From an optimization exercise on the open Yosys and OpenROAD flow, aimed at small area; shortcuts taken in it are not production practice. Only simulation tests tie the RTL to the original design; equivalence was not proved. Power figures rest on the tool's default switching activity, not on a simulated workload.

==> v5: inputs <==
Design rv_decode_top, start of the top module:
module rv_decode_top
(
	input  logic        clk,
	input  logic        rst,
	input  logic        in_valid,
	input  logic [31:0] in_pc,
	input  logic [31:0] in_inst,
	input  logic        wb_en,
	input  logic [4:0]  wb_rd,
	input  logic [31:0] wb_data,
	output logic        out_valid,
	output logic [31:0] out_pc,
	output logic [10:0] out_cls,
	output logic        out_illegal,
	output logic [4:0]  out_rd,
	output logic [9:0]  out_mod,
	output logic [31:0] out_op_a,
	output logic [31:0] out_op_b,
	output logic [31:0] out_store_data
);
==> module operand_stage, before the edit <==
module operand_stage
(
	input  logic        clk,
	input  logic        rst,
	input  logic        d_valid,
	input  logic [31:0] d_pc,
	input  logic [31:7] d_inst,
	input  logic [3:0]  d_code,
	output logic [31:1] sel1,
	output logic [31:1] sel2,
	output logic        nz1,
	output logic        nz2,
	output logic        pc_sel,
	input  logic [31:0] rdata1,
	input  logic [31:0] rdata2_raw,
	input  logic        rdata2_inv,
	output logic        out_valid,
	output logic [31:0] out_pc,
	output logic [10:0] out_cls,
	output logic        out_illegal,
	output logic [4:0]  out_rd,
	output logic [9:0]  out_mod,
	output logic [31:0] out_op_a,
	output logic [31:0] out_op_b,
	output logic [31:0] out_store_data
);
	logic [31:7] inst;
	logic [3:0]  code;
	logic [31:0] imm;
	logic        use_imm, a_pc;
	logic [31:1] sel1_q, sel2_q;
	logic        d_lui, d_auipc, d_jal;
	assign d_lui   = d_code == rv_decode_pkg::C_LUI;
	assign d_auipc = d_code == rv_decode_pkg::C_AUIPC;
	assign d_jal   = d_code == rv_decode_pkg::C_JAL;
	always_ff @(posedge clk) begin
		if (rst) begin
			out_valid <= 1'b0;
		end else begin
			out_valid <= d_valid;
		end
	end
	always_ff @(posedge clk) begin
		out_pc  <= d_pc;
		inst    <= d_inst;
		code    <= d_code;
		for (int i = 1; i < 32; i++) begin
			sel1_q[i] <= ~(d_lui | d_auipc | d_jal) && d_inst[19:15] == i[4:0];
			sel2_q[i] <= d_inst[24:20] == i[4:0];
		end
		nz1     <= ~(d_lui | d_auipc | d_jal) && d_inst[19:15] != 5'd0;
		nz2     <= d_inst[24:20] != 5'd0;
		a_pc    <= d_auipc | d_jal;
		use_imm <= d_code == rv_decode_pkg::C_LUI || d_code == rv_decode_pkg::C_AUIPC
			|| d_code == rv_decode_pkg::C_JAL || d_code == rv_decode_pkg::C_JALR
			|| d_code == rv_decode_pkg::C_LOAD || d_code == rv_decode_pkg::C_STORE
			|| d_code == rv_decode_pkg::C_ARLOG_IMM;
	end
	inst_decoder u_dec (
		.inst    (inst),
		.code    (code),
		.cls     (out_cls),
		.illegal (out_illegal),
		.mod     (out_mod),
		.imm     (imm)
	);
	assign out_rd = inst[11:7];
	assign sel1 = sel1_q;
	assign sel2 = sel2_q;
	assign pc_sel         = a_pc;
	assign out_op_a       = rdata1;
	assign out_store_data = rdata2_raw ^ {32{rdata2_inv}};
	for (genvar b = 0; b < 32; b++) begin : g_op_b
		op_b_bit u_op_b (
			.raw     (rdata2_raw[b]),
			.use_imm (use_imm),
			.k       (use_imm ? imm[b] : rdata2_inv),
			.y       (out_op_b[b])
		);
	end
endmodule
Settings: LEC_CHECK=0, CAP_MARGIN=20, CORE_MARGIN=2, CORE_UTILIZATION=40, SETUP_SLACK_MARGIN=0.1, SLEW_MARGIN=50, SYNTH_HIERARCHICAL=1, SYNTH_MINIMUM_KEEP_SIZE=0; clock period 5.0 ns.
standard.sh (not shown) runs the stock make flow with config.mk's settings and CLKGATE_MAP_FILE= SYNTH_SCRIPT=/design/flow/synth_recipe.tcl, a recipe that flattens the netlist after the stock synthesis.
==> flow/flow/run.sh <==
#!/bin/bash
# The standard layout (the standard.sh, standard synthesis unchanged) with
# two changes: port buffers use the smallest buffer cell, and the clock tree is
# built from clusters of up to 30 flip-flops under clkbuf_16 leaf buffers,
# without dummy loads. make's full output goes to flow.log; ORFS writes each
# step's log under orfs/logs/.
set -euo pipefail
bash standard.sh \
	"BUFFER_PORTS_ARGS=-buffer_cell sky130_fd_sc_hd__buf_1" \
	"CTS_ARGS=-sink_clustering_enable -repair_clock_nets -dont_use_dummy_load -sink_clustering_size 30 -sink_clustering_max_diameter 80 -buf_list sky130_fd_sc_hd__clkbuf_16" \
	finish > flow.log 2>&1
==> inputs of v13, as changes to v5 <==
--- a/flow/design.v
+++ b/flow/design.v
@@ -253,2 +253,3 @@
 	logic [31:7] inst;
+	logic [31:7] inst_q;
 	logic [3:0]  code;
@@ -256,3 +257,4 @@
 	logic        use_imm, a_pc;
-	logic [31:1] sel1_q, sel2_q;
+	logic [3:0]  hi1, hi2;
+	logic [7:0]  lo1, lo2;
 	logic        d_lui, d_auipc, d_jal;
@@ -270,10 +272,8 @@
 		out_pc  <= d_pc;
-		inst    <= d_inst;
+		inst_q  <= d_inst;
 		code    <= d_code;
-		for (int i = 1; i < 32; i++) begin
-			sel1_q[i] <= ~(d_lui | d_auipc | d_jal) && d_inst[19:15] == i[4:0];
-			sel2_q[i] <= d_inst[24:20] == i[4:0];
-		end
-		nz1     <= ~(d_lui | d_auipc | d_jal) && d_inst[19:15] != 5'd0;
-		nz2     <= d_inst[24:20] != 5'd0;
+		hi1     <= 4'd1 << d_inst[19:18];
+		lo1     <= (d_lui | d_auipc | d_jal) ? 8'd0 : 8'd1 << d_inst[17:15];
+		hi2     <= 4'd1 << d_inst[24:23];
+		lo2     <= 8'd1 << d_inst[22:20];
 		a_pc    <= d_auipc | d_jal;
@@ -284,2 +284,10 @@
 	end
+	assign inst[31:25] = inst_q[31:25];
+	assign inst[24:23] = {hi2[3] | hi2[2], hi2[3] | hi2[1]};
+	assign inst[22:20] = {|lo2[7:4], lo2[7] | lo2[6] | lo2[3] | lo2[2],
+		lo2[7] | lo2[5] | lo2[3] | lo2[1]};
+	assign inst[19:18] = {hi1[3] | hi1[2], hi1[3] | hi1[1]};
+	assign inst[17:7]  = inst_q[17:7];
+	assign nz1 = |lo1 & ~(hi1[0] & lo1[0]);
+	assign nz2 = ~(hi2[0] & lo2[0]);
 	inst_decoder u_dec (
@@ -293,4 +301,8 @@
 	assign out_rd = inst[11:7];
-	assign sel1 = sel1_q;
-	assign sel2 = sel2_q;
+	always_comb begin
+		for (int i = 1; i < 32; i++) begin
+			sel1[i] = hi1[i / 8] & lo1[i % 8];
+			sel2[i] = hi2[i / 8] & lo2[i % 8];
+		end
+	end
 	assign pc_sel         = a_pc;
Settings changed: SLEW_MARGIN 50 to 20.
==> results.json <==
{
  "status": "no timing/DRC/antenna violations",
  "wl_met2_um": 83190,
  "place_area_um2": 48980,
  "grt_use_met2": 0.4928,
  "total_power_uw": 20330,
  "power_clock_uw": 5040,
  "non_clock_buffer_count": 522,
  "ir_worst_vdd_uv": 296.6,
  "fin_ws_ns": 0.2148,
  "power_density_nw_per_um2": 403.7,
  "tapCellCount": 1488,
  "die_w_um": 337.3,
  "diodes": 1,
  "place_congestion": 0.9771,
  "critPathMaxStageDelay_ns": 0.65,
  "multi_input_gates": 2442,
  "syn_inst": 3832,
  "period_needed_ns": 4.785
}
Source of the figures above: v5

==> results.json <==
{
  "total_power_uw": 20090,
  "critPathMaxStageDelay_ns": 1.16,
  "grt_use_met2": 0.5164,
  "period_needed_ns": 5.269,
  "power_density_nw_per_um2": 405.6,
  "non_clock_buffer_count": 506,
  "violatedChecks": "setup timing",
  "syn_inst": 3789,
  "setup_viol": 12,
  "power_clock_uw": 5070,
  "place_congestion": 1.006,
  "multi_input_gates": 2456,
  "status": "finished with violations",
  "fin_ws_ns": -0.2689,
  "tapCellCount": 1403,
  "diodes": 10
}
Source of the figures above: v13


========
==> wip/xenon: inputs <==
==> flow/design.v <==
package rv_decode_pkg;
	typedef logic [32-1:0] word_t;
	typedef logic [$clog2(32)-1:0] reg_idx_t;
	typedef logic [3:0] cls_code_t;
	localparam cls_code_t C_LUI       = 4'd10;
	localparam cls_code_t C_AUIPC     = 4'd9;
	localparam cls_code_t C_JAL       = 4'd8;
	localparam cls_code_t C_JALR      = 4'd7;
	localparam cls_code_t C_BRANCH    = 4'd6;
	localparam cls_code_t C_LOAD      = 4'd5;
	localparam cls_code_t C_STORE     = 4'd4;
	localparam cls_code_t C_ARLOG_IMM = 4'd3;
	localparam cls_code_t C_ARLOG     = 4'd2;
	localparam cls_code_t C_MISC_MEM  = 4'd1;
	localparam cls_code_t C_SYSTEM    = 4'd0;
	localparam cls_code_t C_ILLEGAL   = 4'd15;
endpackage
`timescale 1ns/1ps
module inst_fetch_reg
(
	input  logic        clk,
	input  logic        rst,
	input  logic        in_valid,
	input  logic [31:0] in_pc,
	input  logic [31:0] in_inst,
	output logic        f_valid,
	output logic [31:0] f_pc,
	output logic [31:7] f_inst,
	output logic [3:0]  f_code
);
	logic [3:0] code;
	always_comb begin
		case (in_inst[6:0])
			7'b0110111:       code = rv_decode_pkg::C_LUI;
			7'b0010111:     code = rv_decode_pkg::C_AUIPC;
			7'b1101111:       code = rv_decode_pkg::C_JAL;
			7'b1100111:      code = rv_decode_pkg::C_JALR;
			7'b1100011:    code = rv_decode_pkg::C_BRANCH;
			7'b0000011:      code = rv_decode_pkg::C_LOAD;
			7'b0100011:     code = rv_decode_pkg::C_STORE;
			7'b0010011: code = rv_decode_pkg::C_ARLOG_IMM;
			7'b0110011:     code = rv_decode_pkg::C_ARLOG;
			7'b0001111:  code = rv_decode_pkg::C_MISC_MEM;
			7'b1110011:    code = rv_decode_pkg::C_SYSTEM;
			default:        code = rv_decode_pkg::C_ILLEGAL;
		endcase
	end
	always_ff @(posedge clk) begin
		if (rst) begin
			f_valid <= 1'b0;
		end else begin
			f_valid <= in_valid;
		end
	end
	always_ff @(posedge clk) begin
		f_pc   <= in_pc;
		f_inst <= in_inst[31:7];
		f_code <= code;
	end
endmodule
`timescale 1ns/1ps
module inst_decoder
(
	input  logic [31:7] inst,
	input  logic [3:0]  code,
	output logic [10:0] cls,
	output logic        illegal,
	output logic [9:0]  mod,
	output logic [31:0] imm
);
	logic lui, auipc, jal, jalr, branch, load, store, arlog_imm, arlog, misc_mem, system_;
	assign lui       = code == rv_decode_pkg::C_LUI;
	assign auipc     = code == rv_decode_pkg::C_AUIPC;
	assign jal       = code == rv_decode_pkg::C_JAL;
	assign jalr      = code == rv_decode_pkg::C_JALR;
	assign branch    = code == rv_decode_pkg::C_BRANCH;
	assign load      = code == rv_decode_pkg::C_LOAD;
	assign store     = code == rv_decode_pkg::C_STORE;
	assign arlog_imm = code == rv_decode_pkg::C_ARLOG_IMM;
	assign arlog     = code == rv_decode_pkg::C_ARLOG;
	assign misc_mem  = code == rv_decode_pkg::C_MISC_MEM;
	assign system_   = code == rv_decode_pkg::C_SYSTEM;
	assign cls = {lui, auipc, jal, jalr, branch, load, store, arlog_imm, arlog, misc_mem, system_};
	assign illegal = ~|cls;
	assign mod[2:0] = inst[14:12];
	assign mod[9:3] = (arlog || (arlog_imm && inst[13:12] == 2'b01)) ? inst[31:25] : 7'd0;
	always_comb begin
		imm = '0;
		if (lui || auipc) begin
			imm = {inst[31:12], 12'b0};
		end else if (jal) begin
			imm = {{12{inst[31]}}, inst[19:12], inst[20], inst[30:21], 1'b0};
		end else if (jalr || load || arlog_imm) begin
			imm = {{20{inst[31]}}, inst[31:20]};
		end else if (store) begin
			imm = {{20{inst[31]}}, inst[31:25], inst[11:7]};
		end
	end
endmodule
`timescale 1ns/1ps
module rf_bit
(
	input  logic clk,
	input  logic we,
	input  logic we_n,
	input  logic wd,
	output logic q
);
	always_ff @(posedge clk) begin
		q <= ~((we_n | wd) & (we | q));
	end
endmodule
module rf_oai2
(
	input  logic s0_n,
	input  logic d0,
	input  logic s1_n,
	input  logic d1,
	output logic y
);
	assign y = ~((s0_n | d0) & (s1_n | d1));
endmodule
module reg_file
(
	input  logic        clk,
	input  logic        rst,
	input  logic [31:1] sel1_n,
	input  logic [31:1] sel2_n,
	input  logic        nz1,
	input  logic        nz2,
	input  logic        pc_sel_n,
	input  logic [31:0] pc,
	output logic [31:0] rdata1,
	output logic [31:0] rdata2_raw,
	output logic        rdata2_inv,
	input  logic        wb_en,
	input  logic [4:0]  wb_rd,
	input  logic [31:0] wb_data
);
	logic [31:0] regs [1:31];
	logic [31:1] we, we_n;
	logic [31:0] wdata;
	logic        phase;
	logic [31:0] raw1, raw2;
	always_ff @(posedge clk) begin
		if (rst) begin
			phase <= 1'b0;
		end else begin
			phase <= ~phase;
		end
	end
	assign wdata = rst ? 32'hffff_ffff : (wb_data ^ {32{phase}});
	always_comb begin
		for (int i = 1; i < 32; i++) begin
			we[i]   = rst | (wb_en && wb_rd == i[4:0]);
			we_n[i] = ~we[i];
		end
	end
	for (genvar i = 1; i < 32; i++) begin : g_reg
		for (genvar b = 0; b < 32; b++) begin : g_bit
			rf_bit u_bit (
				.clk  (clk),
				.we   (we[i]),
				.we_n (we_n[i]),
				.wd   (wdata[b]),
				.q    (regs[i][b])
			);
		end
	end
	logic [31:0] s1v_n, s2v_n;
	logic [31:0] d1v [0:31];
	logic [31:0] d2v [0:31];
	logic [15:0] t1 [0:31];
	logic [15:0] t2 [0:31];
	always_comb begin
		for (int i = 1; i < 32; i++) begin
			s1v_n[i - 1] = sel1_n[i];
			d1v[i - 1]   = regs[i];
			s2v_n[i - 1] = sel2_n[i];
			d2v[i - 1]   = regs[i];
		end
		s1v_n[31] = pc_sel_n;
		d1v[31]   = pc;
		s2v_n[31] = 1'b1;
		d2v[31]   = '0;
	end
	for (genvar b = 0; b < 32; b++) begin : g_rd
		for (genvar k = 0; k < 16; k++) begin : g_grp
			rf_oai2 u_p1 (
				.s0_n (s1v_n[2 * k]),     .d0 (d1v[2 * k][b]),
				.s1_n (s1v_n[2 * k + 1]), .d1 (d1v[2 * k + 1][b]),
				.y    (t1[b][k])
			);
		end
		for (genvar k = 0; k < 15; k++) begin : g_grp2
			rf_oai2 u_p2 (
				.s0_n (s2v_n[2 * k]),     .d0 (d2v[2 * k][b]),
				.s1_n (s2v_n[2 * k + 1]), .d1 (d2v[2 * k + 1][b]),
				.y    (t2[b][k])
			);
		end
		assign t2[b][15] = ~(s2v_n[30] | d2v[30][b]);
		assign raw1[b] = |t1[b];
		assign raw2[b] = |t2[b];
	end
	assign rdata1 = raw1 ^ {32{~pc_sel_n | (nz1 & ~phase)}};
	assign rdata2_raw = raw2;
	assign rdata2_inv = nz2 & ~phase;
endmodule
`timescale 1ns/1ps
module operand_stage
(
	input  logic        clk,
	input  logic        rst,
	input  logic        d_valid,
	input  logic [31:0] d_pc,
	input  logic [31:7] d_inst,
	input  logic [3:0]  d_code,
	output logic [31:1] sel1_n,
	output logic [31:1] sel2_n,
	output logic        nz1,
	output logic        nz2,
	output logic        pc_sel_n,
	input  logic [31:0] rdata1,
	input  logic [31:0] rdata2_raw,
	input  logic        rdata2_inv,
	output logic        out_valid,
	output logic [31:0] out_pc,
	output logic [10:0] out_cls,
	output logic        out_illegal,
	output logic [4:0]  out_rd,
	output logic [9:0]  out_mod,
	output logic [31:0] out_op_a,
	output logic [31:0] out_op_b,
	output logic [31:0] out_store_data
);
	logic [31:7] inst;
	logic [3:0]  code;
	logic [31:0] imm;
	logic        use_imm, a_pc;
	logic        d_lui, d_auipc, d_jal;
	assign d_lui   = d_code == rv_decode_pkg::C_LUI;
	assign d_auipc = d_code == rv_decode_pkg::C_AUIPC;
	assign d_jal   = d_code == rv_decode_pkg::C_JAL;
	always_ff @(posedge clk) begin
		if (rst) begin
			out_valid <= 1'b0;
		end else begin
			out_valid <= d_valid;
		end
	end
	always_ff @(posedge clk) begin
		out_pc  <= d_pc;
		inst    <= d_inst;
		code    <= d_code;
		for (int i = 1; i < 32; i++) begin
			sel1_n[i] <= ~(~(d_lui | d_auipc | d_jal) && d_inst[19:15] == i[4:0]);
			sel2_n[i] <= ~(d_inst[24:20] == i[4:0]);
		end
		nz1     <= ~(d_lui | d_auipc | d_jal) && d_inst[19:15] != 5'd0;
		nz2     <= d_inst[24:20] != 5'd0;
		a_pc    <= d_auipc | d_jal;
		use_imm <= d_code == rv_decode_pkg::C_LUI || d_code == rv_decode_pkg::C_AUIPC
			|| d_code == rv_decode_pkg::C_JAL || d_code == rv_decode_pkg::C_JALR
			|| d_code == rv_decode_pkg::C_LOAD || d_code == rv_decode_pkg::C_STORE
			|| d_code == rv_decode_pkg::C_ARLOG_IMM;
	end
	inst_decoder u_dec (
		.inst    (inst),
		.code    (code),
		.cls     (out_cls),
		.illegal (out_illegal),
		.mod     (out_mod),
		.imm     (imm)
	);
	assign out_rd = inst[11:7];
	assign pc_sel_n       = ~a_pc;
	assign out_op_a       = rdata1;
	assign out_store_data = rdata2_raw ^ {32{rdata2_inv}};
	assign out_op_b       = use_imm ? imm : out_store_data;
endmodule
`timescale 1ns/1ps
module decode_pipe
(
	input  logic        clk,
	input  logic        rst,
	input  logic        i_valid,
	input  logic [31:0] i_pc,
	input  logic [31:7] i_inst,
	input  logic [3:0]  i_code,
	output logic        o_valid,
	output logic [31:0] o_pc,
	output logic [31:7] o_inst,
	output logic [3:0]  o_code
);
	always_ff @(posedge clk) begin
		if (rst) begin
			o_valid <= 1'b0;
		end else begin
			o_valid <= i_valid;
		end
	end
	always_ff @(posedge clk) begin
		o_pc   <= i_pc;
		o_inst <= i_inst;
		o_code <= i_code;
	end
endmodule
`timescale 1ns/1ps
module rv_decode_top
(
	input  logic        clk,
	input  logic        rst,
	input  logic        in_valid,
	input  logic [31:0] in_pc,
	input  logic [31:0] in_inst,
	input  logic        wb_en,
	input  logic [4:0]  wb_rd,
	input  logic [31:0] wb_data,
	output logic        out_valid,
	output logic [31:0] out_pc,
	output logic [10:0] out_cls,
	output logic        out_illegal,
	output logic [4:0]  out_rd,
	output logic [9:0]  out_mod,
	output logic [31:0] out_op_a,
	output logic [31:0] out_op_b,
	output logic [31:0] out_store_data
);
	logic        f_valid, d_valid;
	logic [31:0] f_pc, d_pc;
	logic [31:7] f_inst, d_inst;
	logic [3:0]  f_code, d_code;
	logic [31:1] sel1_n, sel2_n;
	logic        nz1, nz2, pc_sel_n;
	logic [31:0] rdata1, rdata2_raw;
	logic        rdata2_inv;
	inst_fetch_reg u_fetch (
		.clk      (clk),
		.rst      (rst),
		.in_valid (in_valid),
		.in_pc    (in_pc),
		.in_inst  (in_inst),
		.f_valid  (f_valid),
		.f_pc     (f_pc),
		.f_inst   (f_inst),
		.f_code   (f_code)
	);
	decode_pipe u_pipe (
		.clk     (clk),
		.rst     (rst),
		.i_valid (f_valid),
		.i_pc    (f_pc),
		.i_inst  (f_inst),
		.i_code  (f_code),
		.o_valid (d_valid),
		.o_pc    (d_pc),
		.o_inst  (d_inst),
		.o_code  (d_code)
	);
	operand_stage u_issue (
		.clk            (clk),
		.rst            (rst),
		.d_valid        (d_valid),
		.d_pc           (d_pc),
		.d_inst         (d_inst),
		.d_code         (d_code),
		.sel1_n           (sel1_n),
		.sel2_n           (sel2_n),
		.nz1            (nz1),
		.nz2            (nz2),
		.pc_sel_n         (pc_sel_n),
		.rdata1         (rdata1),
		.rdata2_raw     (rdata2_raw),
		.rdata2_inv     (rdata2_inv),
		.out_valid      (out_valid),
		.out_pc         (out_pc),
		.out_cls        (out_cls),
		.out_illegal    (out_illegal),
		.out_rd         (out_rd),
		.out_mod        (out_mod),
		.out_op_a       (out_op_a),
		.out_op_b       (out_op_b),
		.out_store_data (out_store_data)
	);
	reg_file u_rf (
		.clk     (clk),
		.rst     (rst),
		.sel1_n    (sel1_n),
		.sel2_n    (sel2_n),
		.nz1     (nz1),
		.nz2     (nz2),
		.pc_sel_n  (pc_sel_n),
		.pc      (out_pc),
		.rdata1  (rdata1),
		.rdata2_raw (rdata2_raw),
		.rdata2_inv (rdata2_inv),
		.wb_en   (wb_en),
		.wb_rd   (wb_rd),
		.wb_data (wb_data)
	);
endmodule
==> flow/flow/run.sh <==
#!/bin/bash
# The standard layout (the standard.sh, standard synthesis unchanged) with
# two changes: port buffers use the smallest buffer cell, and the clock tree is
# built from clusters of up to 30 flip-flops under clkbuf_16 leaf buffers,
# without dummy loads. make's full output goes to flow.log; ORFS writes each
# step's log under orfs/logs/.
set -euo pipefail
bash standard.sh \
	"BUFFER_PORTS_ARGS=-buffer_cell sky130_fd_sc_hd__buf_1" \
	"CTS_ARGS=-sink_clustering_enable -repair_clock_nets -dont_use_dummy_load -sink_clustering_size 30 -sink_clustering_max_diameter 80 -buf_list sky130_fd_sc_hd__clkbuf_16" \
	finish > flow.log 2>&1
==> flow/standard.sh <==
#!/bin/bash
# synth_recipe.tcl (not shown) runs the flow's synth.tcl, then flattens the netlist and writes it again
# the make line also repeats each setting of config.mk as NAME=value (left out here)
make -C /OpenROAD-flow-scripts/flow DESIGN_CONFIG=/design/flow/config.mk WORK_HOME=/design/flow/orfs CLKGATE_MAP_FILE= SYNTH_SCRIPT=/design/flow/synth_recipe.tcl "${@:-finish}"
==> flow/config.mk <==
export PLATFORM = sky130hd
export DESIGN_NAME = rv_decode_top
export DESIGN_NICKNAME = rv_decode_top
export VERILOG_FILES = /design/flow/design.v
export SDC_FILE = /design/flow/constraint.sdc
export NUM_CORES = 4
export LEC_CHECK = 0
export CAP_MARGIN = 20
export CORE_MARGIN = 2
export CORE_UTILIZATION = 40
export SETUP_SLACK_MARGIN = 0.1
export SLEW_MARGIN = 50
export SYNTH_HIERARCHICAL = 1
export SYNTH_MINIMUM_KEEP_SIZE = 0
==> flow/constraint.sdc <==
create_clock -name core_clock -period 5.0 [get_ports {clk}]
set_input_delay 1.0000 -clock core_clock [delete_from_list [all_inputs] [get_ports {clk}]]
set_output_delay 1.0000 -clock core_clock [all_outputs]
set_load 0.01 [all_outputs]
==> wip/umber (differences from wip/xenon) <==
--- a/flow/design.v
+++ b/flow/design.v
@@ -66,7 +66,10 @@
 	output logic [10:0] cls,
 	output logic        illegal,
 	output logic [9:0]  mod,
-	output logic [31:0] imm
+	output logic [31:0] imm,
+	output logic        use_imm,
+	output logic        a_pc,
+	output logic        a_reg
 );
 	logic lui, auipc, jal, jalr, branch, load, store, arlog_imm, arlog, misc_mem, system_;
 	assign lui       = code == rv_decode_pkg::C_LUI;
@@ -96,6 +99,9 @@
 			imm = {{20{inst[31]}}, inst[31:25], inst[11:7]};
 		end
 	end
+	assign use_imm = lui | auipc | jal | jalr | load | store | arlog_imm;
+	assign a_pc    = auipc | jal;
+	assign a_reg   = ~(lui | auipc | jal);
 endmodule
 `timescale 1ns/1ps
 module rf_bit
@@ -110,29 +116,14 @@
 		q <= ~((we_n | wd) & (we | q));
 	end
 endmodule
-module rf_oai2
-(
-	input  logic s0_n,
-	input  logic d0,
-	input  logic s1_n,
-	input  logic d1,
-	output logic y
-);
-	assign y = ~((s0_n | d0) & (s1_n | d1));
-endmodule
 module reg_file
 (
 	input  logic        clk,
 	input  logic        rst,
-	input  logic [31:1] sel1_n,
-	input  logic [31:1] sel2_n,
-	input  logic        nz1,
-	input  logic        nz2,
-	input  logic        pc_sel_n,
-	input  logic [31:0] pc,
+	input  logic [31:1] sel1,
+	input  logic [31:1] sel2,
 	output logic [31:0] rdata1,
-	output logic [31:0] rdata2_raw,
-	output logic        rdata2_inv,
+	output logic [31:0] rdata2,
 	input  logic        wb_en,
 	input  logic [4:0]  wb_rd,
 	input  logic [31:0] wb_data
@@ -167,45 +158,16 @@
 			);
 		end
 	end
-	logic [31:0] s1v_n, s2v_n;
-	logic [31:0] d1v [0:31];
-	logic [31:0] d2v [0:31];
-	logic [15:0] t1 [0:31];
-	logic [15:0] t2 [0:31];
 	always_comb begin
+		raw1 = '0;
+		raw2 = '0;
 		for (int i = 1; i < 32; i++) begin
-			s1v_n[i - 1] = sel1_n[i];
-			d1v[i - 1]   = regs[i];
-			s2v_n[i - 1] = sel2_n[i];
-			d2v[i - 1]   = regs[i];
-		end
-		s1v_n[31] = pc_sel_n;
-		d1v[31]   = pc;
-		s2v_n[31] = 1'b1;
-		d2v[31]   = '0;
-	end
-	for (genvar b = 0; b < 32; b++) begin : g_rd
-		for (genvar k = 0; k < 16; k++) begin : g_grp
-			rf_oai2 u_p1 (
-				.s0_n (s1v_n[2 * k]),     .d0 (d1v[2 * k][b]),
-				.s1_n (s1v_n[2 * k + 1]), .d1 (d1v[2 * k + 1][b]),
-				.y    (t1[b][k])
-			);
-		end
-		for (genvar k = 0; k < 15; k++) begin : g_grp2
-			rf_oai2 u_p2 (
-				.s0_n (s2v_n[2 * k]),     .d0 (d2v[2 * k][b]),
-				.s1_n (s2v_n[2 * k + 1]), .d1 (d2v[2 * k + 1][b]),
-				.y    (t2[b][k])
-			);
+			raw1 = raw1 | ({32{sel1[i]}} & regs[i]);
+			raw2 = raw2 | ({32{sel2[i]}} & regs[i]);
 		end
-		assign t2[b][15] = ~(s2v_n[30] | d2v[30][b]);
-		assign raw1[b] = |t1[b];
-		assign raw2[b] = |t2[b];
-	end
-	assign rdata1 = raw1 ^ {32{~pc_sel_n | (nz1 & ~phase)}};
-	assign rdata2_raw = raw2;
-	assign rdata2_inv = nz2 & ~phase;
+	end
+	assign rdata1 = raw1 ^ {32{phase & |sel1}};
+	assign rdata2 = raw2 ^ {32{phase & |sel2}};
 endmodule
 `timescale 1ns/1ps
 module operand_stage
@@ -216,14 +178,10 @@
 	input  logic [31:0] d_pc,
 	input  logic [31:7] d_inst,
 	input  logic [3:0]  d_code,
-	output logic [31:1] sel1_n,
-	output logic [31:1] sel2_n,
-	output logic        nz1,
-	output logic        nz2,
-	output logic        pc_sel_n,
+	output logic [31:1] sel1,
+	output logic [31:1] sel2,
 	input  logic [31:0] rdata1,
-	input  logic [31:0] rdata2_raw,
-	input  logic        rdata2_inv,
+	input  logic [31:0] rdata2,
 	output logic        out_valid,
 	output logic [31:0] out_pc,
 	output logic [10:0] out_cls,
@@ -237,11 +195,7 @@
 	logic [31:7] inst;
 	logic [3:0]  code;
 	logic [31:0] imm;
-	logic        use_imm, a_pc;
-	logic        d_lui, d_auipc, d_jal;
-	assign d_lui   = d_code == rv_decode_pkg::C_LUI;
-	assign d_auipc = d_code == rv_decode_pkg::C_AUIPC;
-	assign d_jal   = d_code == rv_decode_pkg::C_JAL;
+	logic        use_imm, a_pc, a_reg;
 	always_ff @(posedge clk) begin
 		if (rst) begin
 			out_valid <= 1'b0;
@@ -250,20 +204,9 @@
 		end
 	end
 	always_ff @(posedge clk) begin
-		out_pc  <= d_pc;
-		inst    <= d_inst;
-		code    <= d_code;
-		for (int i = 1; i < 32; i++) begin
-			sel1_n[i] <= ~(~(d_lui | d_auipc | d_jal) && d_inst[19:15] == i[4:0]);
-			sel2_n[i] <= ~(d_inst[24:20] == i[4:0]);
-		end
-		nz1     <= ~(d_lui | d_auipc | d_jal) && d_inst[19:15] != 5'd0;
-		nz2     <= d_inst[24:20] != 5'd0;
-		a_pc    <= d_auipc | d_jal;
-		use_imm <= d_code == rv_decode_pkg::C_LUI || d_code == rv_decode_pkg::C_AUIPC
-			|| d_code == rv_decode_pkg::C_JAL || d_code == rv_decode_pkg::C_JALR
-			|| d_code == rv_decode_pkg::C_LOAD || d_code == rv_decode_pkg::C_STORE
-			|| d_code == rv_decode_pkg::C_ARLOG_IMM;
+		out_pc <= d_pc;
+		inst   <= d_inst;
+		code   <= d_code;
 	end
 	inst_decoder u_dec (
 		.inst    (inst),
@@ -271,13 +214,21 @@
 		.cls     (out_cls),
 		.illegal (out_illegal),
 		.mod     (out_mod),
-		.imm     (imm)
+		.imm     (imm),
+		.use_imm (use_imm),
+		.a_pc    (a_pc),
+		.a_reg   (a_reg)
 	);
 	assign out_rd = inst[11:7];
-	assign pc_sel_n       = ~a_pc;
-	assign out_op_a       = rdata1;
-	assign out_store_data = rdata2_raw ^ {32{rdata2_inv}};
-	assign out_op_b       = use_imm ? imm : out_store_data;
+	always_comb begin
+		for (int i = 1; i < 32; i++) begin
+			sel1[i] = a_reg && inst[19:15] == i[4:0];
+			sel2[i] = inst[24:20] == i[4:0];
+		end
+	end
+	assign out_op_a       = rdata1 | ({32{a_pc}} & out_pc);
+	assign out_op_b       = use_imm ? imm : rdata2;
+	assign out_store_data = rdata2;
 endmodule
 `timescale 1ns/1ps
 module decode_pipe
@@ -331,10 +282,8 @@
 	logic [31:0] f_pc, d_pc;
 	logic [31:7] f_inst, d_inst;
 	logic [3:0]  f_code, d_code;
-	logic [31:1] sel1_n, sel2_n;
-	logic        nz1, nz2, pc_sel_n;
-	logic [31:0] rdata1, rdata2_raw;
-	logic        rdata2_inv;
+	logic [31:1] sel1, sel2;
+	logic [31:0] rdata1, rdata2;
 	inst_fetch_reg u_fetch (
 		.clk      (clk),
 		.rst      (rst),
@@ -365,14 +314,10 @@
 		.d_pc           (d_pc),
 		.d_inst         (d_inst),
 		.d_code         (d_code),
-		.sel1_n           (sel1_n),
-		.sel2_n           (sel2_n),
-		.nz1            (nz1),
-		.nz2            (nz2),
-		.pc_sel_n         (pc_sel_n),
+		.sel1           (sel1),
+		.sel2           (sel2),
 		.rdata1         (rdata1),
-		.rdata2_raw     (rdata2_raw),
-		.rdata2_inv     (rdata2_inv),
+		.rdata2         (rdata2),
 		.out_valid      (out_valid),
 		.out_pc         (out_pc),
 		.out_cls        (out_cls),
@@ -386,15 +331,10 @@
 	reg_file u_rf (
 		.clk     (clk),
 		.rst     (rst),
-		.sel1_n    (sel1_n),
-		.sel2_n    (sel2_n),
-		.nz1     (nz1),
-		.nz2     (nz2),
-		.pc_sel_n  (pc_sel_n),
-		.pc      (out_pc),
+		.sel1    (sel1),
+		.sel2    (sel2),
 		.rdata1  (rdata1),
-		.rdata2_raw (rdata2_raw),
-		.rdata2_inv (rdata2_inv),
+		.rdata2  (rdata2),
 		.wb_en   (wb_en),
 		.wb_rd   (wb_rd),
 		.wb_data (wb_data)
==> flow/run.sh (new file) <==
#!/bin/bash
# synth_recipe.tcl (not shown) runs the flow's synth.tcl, then flattens the netlist and writes it again
# the make line also repeats each setting of config.mk as NAME=value (left out here)
make -C /OpenROAD-flow-scripts/flow DESIGN_CONFIG=/design/flow/config.mk WORK_HOME=/design/flow/orfs CLKGATE_MAP_FILE= SYNTH_SCRIPT=/design/flow/synth_recipe.tcl finish
--- a/flow/config.mk
+++ b/flow/config.mk
@@ -8,7 +8,6 @@
 export CAP_MARGIN = 20
 export CORE_MARGIN = 2
 export CORE_UTILIZATION = 40
-export SETUP_SLACK_MARGIN = 0.1
-export SLEW_MARGIN = 50
+export SLEW_MARGIN = 20
 export SYNTH_HIERARCHICAL = 1
 export SYNTH_MINIMUM_KEEP_SIZE = 0
removed: flow/flow/run.sh
removed: flow/standard.sh
==> summary of the runs <==
wip/xenon completed without violations. wip/umber completed, yet does not pass: setup timing. Against wip/umber, the clock power of wip/xenon is smaller by 51%. Between wip/umber and wip/xenon, the lower power is in wip/xenon (gap about 30%, measured against wip/xenon). Against wip/umber, the clock skew of wip/xenon is higher by 0.032 ns. Of wip/xenon and wip/umber, wip/umber has the higher synthesized cell count (gap 2.5%, measured against wip/umber). Die area: wip/xenon is smaller than wip/umber (3.2%). Critical path depth: wip/xenon is lower than wip/umber (8). Between wip/xenon and wip/umber, the lower non-clock buffer count is in wip/xenon (gap 215). In wip/umber the cell area is higher than in wip/xenon, by 19%. In wip/umber the global-route usage is higher than in wip/xenon, by 2.7 points. Combinational power: wip/xenon is lower than wip/umber (23%).
==> figures <==
| metric | wip/umber | wip/xenon |
|---|---|---|
| Switching Fraction | 0.296 | 0.304 |
| Worst-case hold slack | 0.303 ns | 0.298 ns |
| Final total negative setup slack | -1.65 ns | 0 ns |
| Share of synthesized area spent on multiplexers | 0.00801 | 0.00827 |
| Layout inverter count without the clock tree | 35 | 6 |
| Number of clock buffers inserted by TritonCTS | 121 | 51 |
| End point of the critical path | out_op_a[13] | out_op_b[21] |
| Final design area excluding fillers | 59900 sq um | 50200 sq um |
| Clock power share | 0.391 | 0.246 |
| Switching power | 7.67 mW | 6.14 mW |
| Detailed-route wire length | 227 mm | 201 mm |
| Number of iterations in the first detailed-routing pass | 13 | 8 |
| Num tapcells | 1500 | 1414 |
| Final cycle utilization of the critical path | 1.04 | 0.962 |
| Clock latency on the worst-skew pair | 0.77 ns | 0.67 ns |
| First DRT Iteration DRCs | 8148 | 7494 |
| Status | failed layout checks | no timing/DRC/antenna violations |
| Reasons for failing layout checks | setup timing | - |
| Average wire per standard cell | 35.4 um | 33.3 um |
| Warnings, synthesis | 13 | 20 |
| Synth Area in Simple Gates | 0.0606 | 0.0652 |
| Power drawn by the clock network | 10.1 mW | 4.98 mW |

==> separate check: timing with driven ports <==
The flow's constraints put no driver on any port. The routed layouts listed below were extracted and timed again, unchanged, in two steps. Step 1 assumes that a clkbuf_16 drives the clock port and a buf_2 every other input. Step 2 moves the port delays by t, midway between the first and last clock arrival at a register: inputs arrive t later, outputs are due t later. That takes back most of the time a late clock gives input paths. Three values: ideal ports, drivers, drivers and shift; two values: the first two.
run	t (ns)	setup WS [ns]	worst register clock-pin slew, ns
v5	0.755	0.215 / 0.138 / 0.893	0.12 / 0.12
v13	0.772	-0.269 / -0.349 / 0.424	0.12 / 0.12
wip/xenon	0.736	0.188 / 0.112 / 0.848	0.12 / 0.12
wip/umber	0.841	-0.175 / -0.258 / 0.583	0.07 / 0.07
